What follows belongs to an exercise in optimizing a design on an open flow for small area, a short achievable clock period and few clock cycles; a production flow would make more cautious choices.
RTL that was checked went through simulation tests only; none was proved equivalent to the original.
Only the layout flow was run in run 2; the RTL was not checked for function there.
Power figures rest on the tool's default switching activity, not on a simulated workload.

## run.sh

```bash
#!/bin/bash
# synth_recipe.tcl (not shown) runs the flow's synth.tcl, then flattens the netlist and writes it again
# the make line also repeats each setting of config.mk as NAME=value (left out here)
make -C /OpenROAD-flow-scripts/flow DESIGN_CONFIG=/design/flow/config.mk WORK_HOME=/design/flow/orfs CLKGATE_MAP_FILE= SYNTH_SCRIPT=/design/flow/synth_recipe.tcl finish
```

## design.v

```verilog
module icache_nway #(
    parameter int WAYS = 4,
    parameter int SETS = 8
) (
    input  logic         clk,
    input  logic         rst,
    input  logic         mem_read,
    input  logic [15:0]  mem_address,
    output logic [15:0]  mem_rdata,
    output logic         mem_resp,
    output logic         l2_read,
    output logic [15:0]  l2_address,
    input  logic [127:0] l2_rdata,
    input  logic         l2_resp
    ,
    input  logic         flush
);
    localparam int IW = $clog2(SETS);
    localparam int TW = 12 - IW;
    localparam int WW = $clog2(WAYS);
    localparam int PW = (WAYS == 4) ? 3 : 1;
    typedef enum logic {IDLE, FILL} state_t;
    state_t state, state_nxt;
    logic [SETS-1:0] valid    [WAYS];
    logic [TW-1:0]   tag_arr  [WAYS][SETS];
    logic [127:0]    data_arr [WAYS][SETS];
    logic [PW-1:0]   plru     [SETS];
    logic [11:0]   line_q;
    logic [WW-1:0] victim_q;
    logic [IW-1:0] idx, fill_idx;
    logic [TW-1:0] tag;
    logic [2:0]    word;
    logic          unused_bit;
    assign tag        = mem_address[15:4+IW];
    assign idx        = mem_address[4+IW-1:4];
    assign word       = mem_address[3:1];
    assign fill_idx   = line_q[IW-1:0];
    assign unused_bit = mem_address[0];
    logic          hit;
    logic [WW-1:0] hit_way;
    logic [127:0]  hit_line;
    always_comb begin
        hit      = 1'b0;
        hit_way  = '0;
        hit_line = '0;
        for (int w = 0; w < WAYS; w++) begin
            if (valid[w][idx] && tag_arr[w][idx] == tag) begin
                hit      = 1'b1;
                hit_way  = WW'(w);
                hit_line = data_arr[w][idx];
            end
        end
    end
    assign mem_rdata  = hit_line[{word, 4'b0000} +: 16];
    assign l2_address = {line_q, 4'b0000};
    logic [WW-1:0] plru_way, victim;
    logic [PW-1:0] plru_hit_nxt, plru_fill_nxt;
    generate
        if (WAYS == 4) begin : g_tree
            logic [2:0] cur, fcur;
            assign cur      = plru[idx];
            assign fcur     = plru[fill_idx];
            assign plru_way = cur[0] ? {1'b1, cur[2]} : {1'b0, cur[1]};
            always_comb begin
                plru_hit_nxt    = cur;
                plru_hit_nxt[0] = ~hit_way[1];
                if (hit_way[1]) plru_hit_nxt[2] = ~hit_way[0];
                else            plru_hit_nxt[1] = ~hit_way[0];
            end
            always_comb begin
                plru_fill_nxt    = fcur;
                plru_fill_nxt[0] = ~victim_q[1];
                if (victim_q[1]) plru_fill_nxt[2] = ~victim_q[0];
                else             plru_fill_nxt[1] = ~victim_q[0];
            end
        end else begin : g_bit
            assign plru_way      = plru[idx];
            assign plru_hit_nxt  = ~hit_way;
            assign plru_fill_nxt = ~victim_q;
        end
    endgenerate
    always_comb begin
        victim = plru_way;
        for (int w = WAYS - 1; w >= 0; w--) begin
            if (!valid[w][idx]) victim = WW'(w);
        end
    end
    logic do_hit, do_miss, do_fill, flush_now;
    always_comb begin
        state_nxt = state;
        do_hit    = 1'b0;
        do_miss   = 1'b0;
        do_fill   = 1'b0;
        mem_resp  = 1'b0;
        l2_read   = 1'b0;
        case (state)
            IDLE: begin
                if (mem_read) begin
                    if (hit) begin
                        mem_resp = 1'b1;
                        do_hit   = 1'b1;
                    end else begin
                        do_miss   = 1'b1;
                        state_nxt = FILL;
                    end
                end
            end
            FILL: begin
                l2_read = 1'b1;
                if (l2_resp) begin
                    do_fill   = 1'b1;
                    state_nxt = IDLE;
                end
            end
            default: state_nxt = IDLE;
        endcase
    end
    logic flush_pend;
    assign flush_now = (state == IDLE) && (flush || flush_pend);
    always_ff @(posedge clk or posedge rst) begin
        if (rst) begin
            flush_pend <= 1'b0;
        end else if (state == FILL && flush) begin
            flush_pend <= 1'b1;
        end else if (flush_now) begin
            flush_pend <= 1'b0;
        end
    end
    always_ff @(posedge clk or posedge rst) begin
        if (rst) begin
            state    <= IDLE;
            line_q   <= '0;
            victim_q <= '0;
            for (int w = 0; w < WAYS; w++) valid[w] <= '0;
            for (int s = 0; s < SETS; s++) plru[s] <= '0;
        end else begin
            state <= state_nxt;
            if (do_miss) begin
                line_q   <= {tag, idx};
                victim_q <= victim;
            end
            if (do_fill) begin
                valid[victim_q][fill_idx] <= 1'b1;
                plru[fill_idx]            <= plru_fill_nxt;
            end
            if (do_hit) plru[idx] <= plru_hit_nxt;
            if (flush_now) begin
                for (int w = 0; w < WAYS; w++) valid[w] <= '0;
                for (int s = 0; s < SETS; s++) plru[s] <= '0;
            end
        end
    end
    always_ff @(posedge clk) begin
        if (do_fill) begin
            tag_arr[victim_q][fill_idx]  <= line_q[11:IW];
            data_arr[victim_q][fill_idx] <= l2_rdata;
        end
    end
endmodule
```

## config.mk

```make
export PLATFORM = sky130hd
export DESIGN_NAME = icache_nway
export DESIGN_NICKNAME = icache_nway
export VERILOG_FILES = /design/flow/design.v
export SDC_FILE = /design/flow/constraint.sdc
export NUM_CORES = 8
export LEC_CHECK = 0
export CAP_MARGIN = 20
export CORE_MARGIN = 2
export CORE_UTILIZATION = 40
export SLEW_MARGIN = 20
```

## constraint.sdc

```tcl
create_clock -name core_clock -period 9.5 [get_ports {clk}]
set_input_delay 1.9000 -clock core_clock [delete_from_list [all_inputs] [get_ports {clk}]]
set_output_delay 1.9000 -clock core_clock [all_outputs]
set_load 0.01 [all_outputs]
```

==> PnR_summary.wiki, run 1 <==
{| class="wikitable"
! Metric !! Value
|-
| GP Congestion || 0.789
|-
| Layout cell share with drive strength beyond 1 || 24.4%
|-
| Post-synth ARST share || 1.62%
|-
| Tcrit/Tclk final || 98.5%
|-
| # rows || 241
|-
| Highest-count cells in the layout ignoring fill and taps || sky130_fd_sc_hd__edfxtp_1, sky130_fd_sc_hd__mux4_2, sky130_fd_sc_hd__clkbuf_16
|-
| Resized cells post-CTS || 0
|-
| Crit Path Class || in -> out
|-
| Detailed placement HPWL || 255000 microns
|-
| Initial antenna violation count || 75
|-
| Mux share of post-synthesis cell area || 16.7%
|-
| Number of endpoints with negative hold slack in the final report || 0
|-
| Worst Setup Start Kind || input pin
|-
| Upper clock frequency limit || 107 MHz
|-
| Avg Synthesized Cell Area || 21.9 sq um
|-
| Number of synthesized flops with an enable pin || 4384
|-
| Least-Margin Pin Slew || 1.32 ns
|-
| TritonCTS Sinks || 4456
|-
| Count of hold-fix buffers inserted at cts || 0
|-
| PortBufs || 177
|-
| Crit path arrival time || 7.46 ns
|-
| Most common cell after layout, fill and taps aside || sky130_fd_sc_hd__edfxtp_1
|-
| Gate count after technology mapping || 7891
|-
| Pin count of the biggest net entering global routing || 137
|-
| Cell variety after synth || 89
|-
| Setup clock skew after layout || 0.0534 ns
|-
| Final Slew Violations || 0
|-
| Sequential cell area fraction in the yosys report || 77.4%
|-
| Share of the synthesized netlist area taken by xor and xnor gates || 0.173%
|-
| Final wirelength || 487000 microns
|-
| Setup Viol. Count Final || 0
|-
| Via count of the first global-routing pass || 86312
|-
| Synthesis warning total || 3
|-
| Area fraction in compound gates after synthesis || 2.45%
|-
| Maximum level of the CTS H-tree || 5
|-
| Post-CTS setup repair buffer count || 0
|-
| Root Buffer || sky130_fd_sc_hd__clkbuf_16
|-
| Number of buffers inserted during clock tree synthesis || 440
|-
| Area share of the largest cell type after synthesis || 76.3%
|-
| Outcome || no timing/DRC/antenna violations
|-
| RSZ-0062 raised after global routing || false
|-
| Average via count per standard cell || 6.01
|-
| Pwr Total || 41.0 mW
|-
| Relative area change from synthesis to final layout || 13.9%
|-
| Initial DRC count || 11860
|-
| Post-synthesis cell type with the largest combined area || sky130_fd_sc_hd__edfxtp_1
|-
| Fill cell total of the finished layout || 35792
|-
| Post-CTS clock slew at the launch and capture registers of the worst setup and hold paths || 0.05 ns
|-
| First-pass GRT wire length || 679000 microns
|-
| Clock tree from TritonCTS || done
|-
| Post-route minimum period || 9.36 ns
|-
| Top-level I/O count || 183
|-
| Chip Height || 661 microns
|-
| Core Box Area || 430000 sq um
|-
| DR DRC count || 0
|-
| Total global routing overflow || 0
|-
| Total routing resource utilization after global routing || 22.0%
|-
| Basic-gate share of the synthesized area counting and, or, nand and nor cells || 1.99%
|-
| Adder-cell area share of the yosys netlist || 0.0435%
|-
| Leading cell types by total area after synthesis || sky130_fd_sc_hd__edfxtp_1, sky130_fd_sc_hd__mux4_2, sky130_fd_sc_hd__mux2i_1, sky130_fd_sc_hd__dfrtp_1, sky130_fd_sc_hd__nand2_1
|-
| Total Nets Final || 8491
|-
| Highest net fanout along the worst path || 69
|-
| Critical path capture point type || output pin
|-
| X dimension of the die || 661 microns
|-
| Count of vias placed by the detailed router || 86751
|-
| Drt wl/cell || 33.7 microns
|-
| Yosys reg bits || 4456
|-
| Max transition margin || 11.1%
|-
| Leakage power figure || 61.9 nW
|-
| Main synth FF type || sky130_fd_sc_hd__edfxtp_1
|-
| Floorplan die area || 436000 sq um
|-
| First drt pass iteration count || 8
|-
| Post-Route Setup TNS || 0 ns
|-
| Hold crit path type || reg -> reg
|-
| Maximum resistive drop on vdd || 0.182 mV
|-
| Synthesized cell area || 172000 sq um
|-
| Main combinational cell family by area after synthesis || multiplexers
|-
| Initial core utilization || 40.1%
|-
| Power per standard cell area || 209 nW/um^2
|-
| Maximum count of clock buffers along a single path || 4
|-
| Clock insertion delay at the later pin of the skew report || 1.01 ns
|-
| Data required time at the worst endpoint || 7.60 ns
|-
| Post-route ant nets || 0
|-
| Max Cap Viol || 0
|}
report_power, final:
part / internal, mW / switching (mW)
Combinational: 0.756 / 1.29
Sequential: 21.9 / 0.118
Clock: 9.51 / 7.43
Total: 32.2 / 8.84
layout make-up:
type                            count  area (sq um)  area share, %
Sequential cell                  4456        133000           68.0
Multi-Input combinational cell   2964         37100           18.9
Clock buffer                      537         11400           5.82
Tap cell                         5710          7140           3.64
Timing Repair Buffer              459          4620           2.35
Clock inverter                    271          2480           1.26
Inverter                           15          65.1         0.0331
Antenna cell                       22          55.1         0.0280
per-stage QoR:
| stage | worst slack [ns] | hold WS [ns] | util, % | instance area (sq um) | instances |
|---|---|---|---|---|---|
| after floorplan | -2.62 | 0.457 | - | 172000 | 7894 |
| after global placement | 0.119 | 0.473 | 42.4 | 182000 | 13600 |
| after detailed placement | 0.192 | 0.484 | 42.4 | 182000 | 13600 |
| after CTS | 0.193 | 0.498 | 45.7 | 196000 | 14408 |
| after global routing | 0.0447 | 0.505 | 45.7 | 196000 | 14422 |
| final | 0.144 | 0.496 | 45.7 | 196000 | 14434 |
Yosys cell counts, types with 11 or more instances:
cell type / number
sky130_fd_sc_hd__nor2_1: 188
sky130_fd_sc_hd__xor2_1: 14
sky130_fd_sc_hd__nor2b_1: 11
sky130_fd_sc_hd__dfrtp_1: 72
sky130_fd_sc_hd__edfxtp_1: 4384
sky130_fd_sc_hd__and3_1: 18
sky130_fd_sc_hd__xnor2_1: 20
sky130_fd_sc_hd__nor3_1: 26
sky130_fd_sc_hd__a21oi_1: 120
sky130_fd_sc_hd__o22ai_1: 40
sky130_fd_sc_hd__a211oi_1: 13
sky130_fd_sc_hd__a221oi_1: 24
sky130_fd_sc_hd__buf_2: 163
sky130_fd_sc_hd__o21ai_0: 94
sky130_fd_sc_hd__and2_1: 18
sky130_fd_sc_hd__buf_6: 12
sky130_fd_sc_hd__o221ai_1: 114
sky130_fd_sc_hd__mux2_2: 64
sky130_fd_sc_hd__inv_1: 14
sky130_fd_sc_hd__buf_1: 60
sky130_fd_sc_hd__mux4_2: 1058
sky130_fd_sc_hd__a31oi_1: 59
sky130_fd_sc_hd__mux2i_1: 424
sky130_fd_sc_hd__nand3_1: 93
sky130_fd_sc_hd__nand2_1: 350
sky130_fd_sc_hd__clkbuf_1: 191
sky130_fd_sc_hd__a22oi_1: 27
sky130_fd_sc_hd__buf_4: 33
critical path: stages:
cell and delay (ns):
sky130_fd_sc_hd__buf_8 0.46, sky130_fd_sc_hd__buf_4 0.46, sky130_fd_sc_hd__mux2i_1 0.25, sky130_fd_sc_hd__a2bb2oi_1 0.09
sky130_fd_sc_hd__o21ai_0 0.28, sky130_fd_sc_hd__xor2_1 0.22, sky130_fd_sc_hd__nand2_1 0.10, sky130_fd_sc_hd__or4_4 0.77
sky130_fd_sc_hd__nand3_4 0.29, sky130_fd_sc_hd__buf_12 0.34, sky130_fd_sc_hd__buf_4 0.30, sky130_fd_sc_hd__o221ai_1 0.18
sky130_fd_sc_hd__a22oi_1 0.68, sky130_fd_sc_hd__o2111ai_1 0.40, sky130_fd_sc_hd__a31o_2 0.40, sky130_fd_sc_hd__buf_4 0.16
layer usage:
| metal | global-route usage (%) | vias to the layer above | share of wire [%] |
|---|---|---|---|
| li1 | - | 34186 | - |
| met1 | 31.3 | 47335 | 40 |
| met2 | 35.2 | 4393 | 48 |
| met3 | 3.56 | 805 | 9.2 |
| met4 | 6.58 | 32 | 3.2 |
| met5 | 0 | - | 0.043 |
sequential cells by signal (all words and copies together), names as in the netlist:
signal / count
data_arr: 4096
flush_pend: 1
line_q: 12
plru: 24
state: 1
tag_arr: 288
valid: 32
victim_q: 2
path summary, 6_finish.rpt:
kind                       slack, ns               startpoint  depth (start not counted)                      end
setup / recovery                0.14           mem_address[5]                         16            mem_rdata[11]
hold / removal                  0.50  valid[3][6]$_DFFE_PP0P_                          2  valid[3][6]$_DFFE_PP0P_
setup reg to reg                4.94  valid[3][7]$_DFFE_PP0P_                         12    line_q[7]$_DFFE_PP0P_
hold reg to reg                 0.50  valid[3][6]$_DFFE_PP0P_                          2  valid[3][6]$_DFFE_PP0P_
max in group asynchronous       7.24                      rst                          3    line_q[7]$_DFFE_PP0P_
min in group asynchronous       1.58                      rst                          3   flush_pend$_DFFE_PP0P_
cell families after synthesis:
group                      after synthesis
DFF                                   4456
muxes                                 1546
AOI/OAI and AO/OA                      607
xor gates and xnor gates                34
and+or+nand+nor                        767
other                                    1
buffers and inverters                  474
adders and majority gates                6
Testbench counts, summed over its fixed seeds: cycles 29,336.
==> run 2, diff against run 1 <==
==> design.v (replaced) <==
module icache_nway #(
    parameter int WAYS = 4,
    parameter int SETS = 8
) (
    input  logic         clk,
    input  logic         rst,
    input  logic         mem_read,
    input  logic [15:0]  mem_address,
    output logic [15:0]  mem_rdata,
    output logic         mem_resp,
    output logic         l2_read,
    output logic [15:0]  l2_address,
    input  logic [127:0] l2_rdata,
    input  logic         l2_resp
    ,
    input  logic         flush
);
    localparam int IW = $clog2(SETS);
    localparam int TW = 12 - IW;
    localparam int WW = $clog2(WAYS);
    localparam int PW = (WAYS == 4) ? 3 : 1;
    logic [SETS-1:0] valid    [WAYS];
    logic [TW-1:0]   tag_arr  [WAYS][SETS];
    logic [127:0]    data_arr [WAYS][SETS];
    logic [PW-1:0]   plru     [SETS];
    logic          fill_st;      
    logic [11:0]   p_line;
    logic [2:0]    p_word;
    logic          p_hit;
    logic [WW-1:0] p_way;
    logic [15:0]   p_data;
    logic [11:0]   in_line;
    logic [2:0]    in_word;
    logic [IW-1:0] p_set, in_set;
    logic          unused_bit;
    assign in_line    = mem_address[15:4];
    assign in_word    = mem_address[3:1];
    assign in_set     = in_line[IW-1:0];
    assign p_set      = p_line[IW-1:0];
    assign unused_bit = mem_address[0];
    logic          in_hit;
    logic [WW-1:0] in_way;
    always_comb begin
        in_hit = 1'b0;
        in_way = '0;
        for (int w = 0; w < WAYS; w++) begin
            if (valid[w][in_set] && tag_arr[w][in_set] == in_line[11:IW]) begin
                in_hit = 1'b1;
                in_way = in_way | WW'(w);
            end
        end
    end
    logic [11:0]   n_line;
    logic          n_hit;
    logic [WW-1:0] n_way;
    assign n_line = p_line + 12'd1;
    always_comb begin
        n_hit = 1'b0;
        n_way = '0;
        for (int w = 0; w < WAYS; w++) begin
            if (valid[w][n_line[IW-1:0]] && tag_arr[w][n_line[IW-1:0]] == n_line[11:IW]) begin
                n_hit = 1'b1;
                n_way = n_way | WW'(w);
            end
        end
    end
    logic [WW-1:0] victim, plru_way;
    logic [PW-1:0] plru_upd;
    logic [WW-1:0] acc_way;
    logic [2:0]    pc;
    generate
        if (WAYS == 4) begin : g_tree
            assign pc       = plru[p_set];
            assign plru_way = pc[0] ? {1'b1, pc[2]} : {1'b0, pc[1]};
            always_comb begin
                plru_upd    = pc;
                plru_upd[0] = ~acc_way[1];
                if (acc_way[1]) plru_upd[2] = ~acc_way[0];
                else            plru_upd[1] = ~acc_way[0];
            end
        end else begin : g_bit
            assign pc       = '0;
            assign plru_way = plru[p_set];
            assign plru_upd = ~acc_way;
        end
    endgenerate
    always_comb begin
        victim = plru_way;
        for (int w = WAYS - 1; w >= 0; w--) begin
            if (!valid[w][p_set]) victim = WW'(w);
        end
    end
    logic line_eq, word_eq, fast_hit, start_fill, repoint, fill_done, advance, flush_now;
    assign line_eq    = (in_line == p_line);
    assign word_eq    = (in_word == p_word);
    assign fast_hit   = !fill_st && mem_read && line_eq && word_eq && p_hit;
    assign start_fill = !fill_st && mem_read && line_eq && !p_hit;
    assign repoint    = !fill_st && mem_read && !(line_eq && (word_eq || !p_hit));
    assign fill_done  = fill_st && l2_resp;
    assign advance    = fast_hit || fill_done;
    assign acc_way    = fill_st ? victim : p_way;
    assign mem_resp   = fast_hit || (fill_done && mem_read);
    assign l2_read    = fill_st || start_fill;
    assign l2_address = {p_line, 4'b0000};
    assign mem_rdata  = fill_st ? l2_rdata[{p_word, 4'b0000} +: 16] : p_data;
    logic          nx_last;
    logic [WW-1:0] r_way;
    logic [IW-1:0] r_set;
    logic [2:0]    r_word;
    logic [15:0]   way_word [WAYS];
    logic [15:0]   r_data, p_data_nxt;
    assign nx_last = (p_word == 3'd7);
    assign r_way   = repoint ? in_way  : (nx_last ? n_way : p_way);
    assign r_set   = repoint ? in_set  : (nx_last ? n_line[IW-1:0] : p_set);
    assign r_word  = repoint ? in_word : p_word + 3'd1;
    logic [SETS*8-1:0] sw_oh;
    logic [WAYS-1:0]   way_oh;
    always_comb begin
        for (int s = 0; s < SETS; s++)
            for (int k = 0; k < 8; k++)
                sw_oh[s*8+k] = (r_set == IW'(s)) && (r_word == 3'(k));
        for (int w = 0; w < WAYS; w++) way_oh[w] = (r_way == WW'(w));
    end
    always_comb begin
        r_data = '0;
        for (int w = 0; w < WAYS; w++) begin
            way_word[w] = '0;
            for (int s = 0; s < SETS; s++)
                for (int k = 0; k < 8; k++)
                    way_word[w] = way_word[w] | ({16{sw_oh[s*8+k]}} & data_arr[w][s][k*16 +: 16]);
            r_data = r_data | ({16{way_oh[w]}} & way_word[w]);
        end
    end
    assign p_data_nxt = (fill_done && !nx_last) ? l2_rdata[{p_word + 3'd1, 4'b0000} +: 16] : r_data;
    always_ff @(posedge clk) begin
        if (repoint || advance) p_data <= p_data_nxt;
    end
    logic flush_pend;
    assign flush_now = !fill_st && (flush || flush_pend);
    always_ff @(posedge clk or posedge rst) begin
        if (rst) begin
            flush_pend <= 1'b0;
        end else if (fill_st && flush) begin
            flush_pend <= 1'b1;
        end else if (flush_now) begin
            flush_pend <= 1'b0;
        end
    end
    always_ff @(posedge clk or posedge rst) begin
        if (rst) begin
            fill_st <= 1'b0;
            p_line  <= '0;
            p_word  <= '0;
            p_hit   <= 1'b0;
            p_way   <= '0;
            for (int w = 0; w < WAYS; w++) valid[w] <= '0;
            for (int s = 0; s < SETS; s++) plru[s] <= '0;
        end else begin
            if (start_fill) begin
                fill_st <= 1'b1;
                p_word  <= in_word;
            end
            if (fill_done) begin
                fill_st              <= 1'b0;
                valid[victim][p_set] <= 1'b1;
            end
            if (advance) plru[p_set] <= plru_upd;
            if (repoint) begin
                p_line <= in_line;
                p_word <= in_word;
                p_hit  <= in_hit;
                p_way  <= in_way;
            end else if (advance) begin
                p_word <= p_word + 3'd1;
                if (nx_last) begin
                    p_line <= n_line;
                    p_hit  <= n_hit;
                    p_way  <= n_way;
                end else if (fill_done) begin
                    p_hit  <= 1'b1;
                    p_way  <= victim;
                end
            end
            if (flush_now) begin
                for (int w = 0; w < WAYS; w++) valid[w] <= '0;
                for (int s = 0; s < SETS; s++) plru[s] <= '0;
                p_hit <= 1'b0;
            end
        end
    end
    always_ff @(posedge clk) begin
        if (fill_done) begin
            tag_arr[victim][p_set]  <= p_line[11:IW];
            data_arr[victim][p_set] <= l2_rdata;
        end
    end
endmodule
==> PnR_summary.wiki, run 2 <==
{| class="wikitable"
! Metric !! Value
|-
| Outcome || no timing/DRC/antenna violations
|-
| X dimension of the die || 655 microns (-0.84%)
|-
| Count of hold-fix buffers inserted at cts || 0 (unchanged)
|-
| Data required time at the worst endpoint || 10.28 ns (+2.68 ns)
|-
| Global routing usage on met3 || 11.0% (+7.4 points)
|-
| Met1 demand-to-capacity share in global routing || 41.5% (+10 points)
|-
| Number of endpoints with negative hold slack in the final report || 0 (unchanged)
|-
| Gate count after technology mapping || 9303 (+18%)
|-
| Number of synthesized flops with an enable pin || 4400 (+0.36%)
|-
| Largest register FFs || 4096 (unchanged)
|-
| Most common cell on crit path || sky130_fd_sc_hd__buf_4
|-
| Initial core utilization || 40.1% (about the same)
|-
| Highest net fanout along the worst path || 34 (-51%)
|-
| Pwr Total || 42.2 mW (+3.0%)
|-
| Average via count per standard cell || 7.04 (+17%)
|-
| Most common cell after layout, fill and taps aside || sky130_fd_sc_hd__edfxtp_1
|-
| Critical path capture point type || flop
|-
| Cell variety after synth || 84 (-5.6%)
|-
| Largest registers || data_arr (4096), tag_arr (288), valid (32)
|-
| Global-route track usage on met2 || 47.1% (+12 points)
|-
| Root Buffer || sky130_fd_sc_hd__clkbuf_16
|-
| Hold crit path type || reg -> reg
|-
| Maximum resistive drop on vdd || 0.179 mV (-2.1%)
|-
| Clock insertion delay at the later pin of the skew report || 1.06 ns (+0.05 ns)
|-
| Highest-count cells in the layout ignoring fill and taps || sky130_fd_sc_hd__edfxtp_1, sky130_fd_sc_hd__a22oi_1, sky130_fd_sc_hd__buf_4
|-
| Core Box Area || 423000 sq um (-1.7%)
|-
| Pin count of the biggest net entering global routing || 102 (-26%)
|-
| Largest stage delay, worst path || 0.92 ns (+0.15 ns)
|-
| Synthesized cell area || 170000 sq um (-1.7%)
|-
| Power per standard cell area || 215 nW/um^2 (+2.8%)
|-
| Final Slew Violations || 0 (unchanged)
|-
| Commonest cells post-synth || sky130_fd_sc_hd__edfxtp_1, sky130_fd_sc_hd__a22oi_1, sky130_fd_sc_hd__nand2_1, sky130_fd_sc_hd__clkbuf_1, sky130_fd_sc_hd__nand4_1
|-
| Post-route cell area || 197000 sq um (+0.12%)
|-
| Sequence of cells on the critical path || clkdlybuf4s50_1, xor2_1, o31a_1, nor4_4, buf_4, or3_1, nand2_4, buf_4, a22o_1, a2111oi_0, and4_1, nand3_1, a311oi_1, a31oi_1
|-
| Max Cap Viol || 0 (unchanged)
|-
| Count of vias placed by the detailed router || 112597 (+30%)
|-
| Worst-case register-to-register setup slack || 2.15 ns (-2.79 ns)
|-
| Sequential cell area fraction in the yosys report || 79.0% (+1.7 points)
|-
| Maximum level of the CTS H-tree || 5 (unchanged)
|-
| Layout cell share with drive strength beyond 1 || 15.8% (-8.6 points)
|-
| Reg with most FFs || data_arr
|-
| Final wirelength || 704000 microns (+45%)
|-
| Tcrit/Tclk final || 81.3% (-17 points)
|-
| Post-CTS clock slew at the launch and capture registers of the worst setup and hold paths || 0.07 ns (+0.02 ns)
|-
| Post-synth ARST share || 1.70% (+0.082 points)
|-
| Routing layer with the top usage in global route || met2
|-
| Avg Synthesized Cell Area || 18.2 sq um (-17%)
|-
| Post-Route Setup TNS || 0 ns (unchanged)
|-
| Layout Cells excl Fill || 15988 (+11%)
|-
| Final design utilization || 46.5% (+0.83 points)
|-
| Maximum count of clock buffers along a single path || 4 (unchanged)
|-
| Leakage power figure || 61.9 nW (-0.12%)
|-
| CP max-delay cell || sky130_fd_sc_hd__clkdlybuf4s50_1
|-
| Fill cell total of the finished layout || 35269 (-1.5%)
|-
| Leading cell types by total area after synthesis || sky130_fd_sc_hd__edfxtp_1, sky130_fd_sc_hd__a22oi_1, sky130_fd_sc_hd__mux4_2, sky130_fd_sc_hd__dfrtp_1, sky130_fd_sc_hd__a22o_1
|-
| Detailed placement HPWL || 364000 microns (+43%)
|-
| Chip Height || 655 microns (-0.84%)
|-
| Total global routing overflow || 0 (unchanged)
|-
| RSZ-0062 raised after global routing || false
|-
| Via count of the first global-routing pass || 104552 (+21%)
|-
| Total Nets Final || 10032 (+18%)
|-
| Crit path arrival time || 8.50 ns (+1.04 ns)
|-
| Yosys reg bits || 4476 (+0.45%)
|-
| First drt pass iteration count || 9 (+1)
|-
| Setup clock skew after layout || 0.133 ns (+0.0796 ns)
|-
| Crit Path Class || in -> reg
|-
| Most frequent cell after synthesis || sky130_fd_sc_hd__edfxtp_1
|-
| Number of buffers inserted during clock tree synthesis || 434 (-1.4%)
|-
| Clock tree from TritonCTS || done
|-
| Top-level I/O count || 183 (unchanged)
|-
| Worst Setup Start Kind || input pin
|-
| Main synth FF type || sky130_fd_sc_hd__edfxtp_1
|-
| Area share of the largest cell type after synthesis || 77.9% (+1.6 points)
|-
| Total routing resource utilization after global routing || 32.1% (+10 points)
|-
| Synthesis warning total || 4 (+1)
|-
| TritonCTS Sinks || 4476 (+0.45%)
|-
| Post-route ant nets || 0 (unchanged)
|-
| Relative area change from synthesis to final layout || 15.9%
|-
| Resized cells post-CTS || 0 (unchanged)
|-
| GP Congestion || 0.926 (+17%)
|-
| Post-CTS setup repair buffer count || 0 (unchanged)
|-
| Initial antenna violation count || 59 (-21%)
|-
| Post-Place Cell Area || 182000 sq um (-0.24%)
|-
| PortBufs || 177 (unchanged)
|-
| Max transition margin || 15.5% (+4.4 points)
|-
| Post-route minimum period || 7.72 ns (-1.63 ns)
|-
| Count of placed standard cells including taps || 15097 (+11%)
|-
| First-pass GRT wire length || 935000 microns (+38%)
|-
| # rows || 239 (-0.83%)
|-
| Setup Viol. Count Final || 0 (unchanged)
|-
| Least-Margin Pin Slew || 1.27 ns (-0.0473 ns)
|-
| DR DRC count || 0 (unchanged)
|-
| Upper clock frequency limit || 129 MHz (+21%)
|-
| Initial DRC count || 23230 (+96%)
|-
| Top cell family by delay on the critical path || simple AND/OR/NAND/NOR gates
|-
| Post-synthesis cell type with the largest combined area || sky130_fd_sc_hd__edfxtp_1
|-
| Buffers and inverters on the worst path || 3 (-2)
|-
| Floorplan die area || 429000 sq um (-1.7%)
|-
| Drt wl/cell || 44.0 microns (+31%)
|}
==> run 2: cell count changes in the layout (fill, tap and decap cells not counted), sizes merged, moves of 75 or more <==
| cell | previous run | this run |
|---|---|---|
| nor4 | 5 | 90 |
| mux2i | 424 | 88 |
| buf | 320 | 565 |
| mux4 | 1058 | 232 |
| a221oi | 24 | 99 |
| a22o | 10 | 178 |
| a22oi | 27 | 1626 |
| nand4 | 9 | 236 |
==> run 2: stage by stage <==
step                worst slack (ns)  hold slack, ns
global placement                1.32           0.467
global route                    1.89           0.519
floorplan                     -0.325           0.448
detailed placement              1.20           0.480
CTS                             2.25           0.493
finish                          1.78           0.498
==> run 2: layout make-up <==
cell class                 instances  area, sq um  share of cell area, %
sequential                      4476       134000                   68.2
multi-input combinational       4197        33800                   17.2
clock buffer                     515        11200                   5.72
tap                             5663         7090                   3.60
timing repair buffer             722         6990                   3.56
clock inverter                   293         3070                   1.56
antenna                           81          203                  0.103
inverter                          41          155                 0.0789
==> run 2: layer usage <==
layer / wire length [microns] / part of all wire (%) / vias up
met4: 46100 / 6.6 / 48
met5: 479 / 0.068 / -
met3: 114000 / 16 / 2409
met2: 306000 / 43 / 12064
met1: 237000 / 34 / 57483
li1: - / - / 40593
==> run 2: final timing paths <==
path / start / cells after the start / endpoint
hold / removal: plru[0][2]$_DFFE_PP0P_ / 2 / plru[0][2]$_DFFE_PP0P_
min in group asynchronous: rst / 2 / flush_pend$_DFFE_PP0P_
hold reg to reg: plru[0][2]$_DFFE_PP0P_ / 2 / plru[0][2]$_DFFE_PP0P_
setup reg to reg: p_line[0]$_DFFE_PP0P_ / 14 / p_data[0]$_DFFE_PP_
setup / recovery: mem_address[1] / 14 / p_data[15]$_DFFE_PP_
max in group asynchronous: rst / 3 / fill_st$_DFFE_PP0P_
==> run 2: cells by family after synthesis <==
group / count (synthesis) / share of synthesized area, %
xor+xnor: 112 / 0.660
mux: 330 / 3.67
buf+inv: 633 / 1.55
flops: 4476 / 79.0
simple gates: 1251 / 3.71
fa+ha+maj: 11 / 0.0812
compound gates: 2489 / 11.3
other cells: 1 / 0.00221
==> run 2: power by group <==
group          total [mW]  switching, mW  internal (mW)  leakage, nW
registers            21.8         0.0747           21.7         40.6
clock network        17.5           7.71           9.84         6.96
logic                2.84           2.02          0.823         14.3
==> run 2: worst register-to-register path, delay by kind of cell, from the launching register on <==
| family | cells | cell delay (ns) |
|---|---|---|
| buffers and inverters | 1 | 0.52 |
| DFF | 1 | 1.08 |
| and+or+nand+nor | 5 | 1.59 |
| AOI/OAI and AO/OA | 6 | 2.69 |
| adders and majority gates | 2 | 1.23 |

[what the ideal ports hide]
In the flow no input, the clock included, has a driving cell. The finished layouts below were timed again as built, in two steps. Step 1: set_driving_cell puts a clkbuf_16 on clk and a buf_2 on each other input, an assumption about the parent block. Step 2 times the ports against the registers' clock, not the clock port: input delays grow and output delays shrink by t, the midpoint of the rising clock arrivals with the driver on. a / b / c = no drivers / after step 1 / after step 2; a / b = the first two.
run | shift t [ns] | setup slack, ns | hold slack, ns | worst setup path after step 2 | latest minus earliest clock arrival (ns)
run 1 | 1.086 | 0.144 / 0.087 / 0.087 | 0.496 / 0.496 / 0.496 | input to output | 0.080 / 0.079
run 2 | 1.116 | 1.775 / 1.659 / 0.543 | 0.498 / 0.498 / 0.498 | input to register | 0.139 / 0.138
After both steps every run listed still meets setup and hold. The setup slack of run 2, which loses most, moves by -0.116 ns with the drivers and by -1.232 ns with both steps.
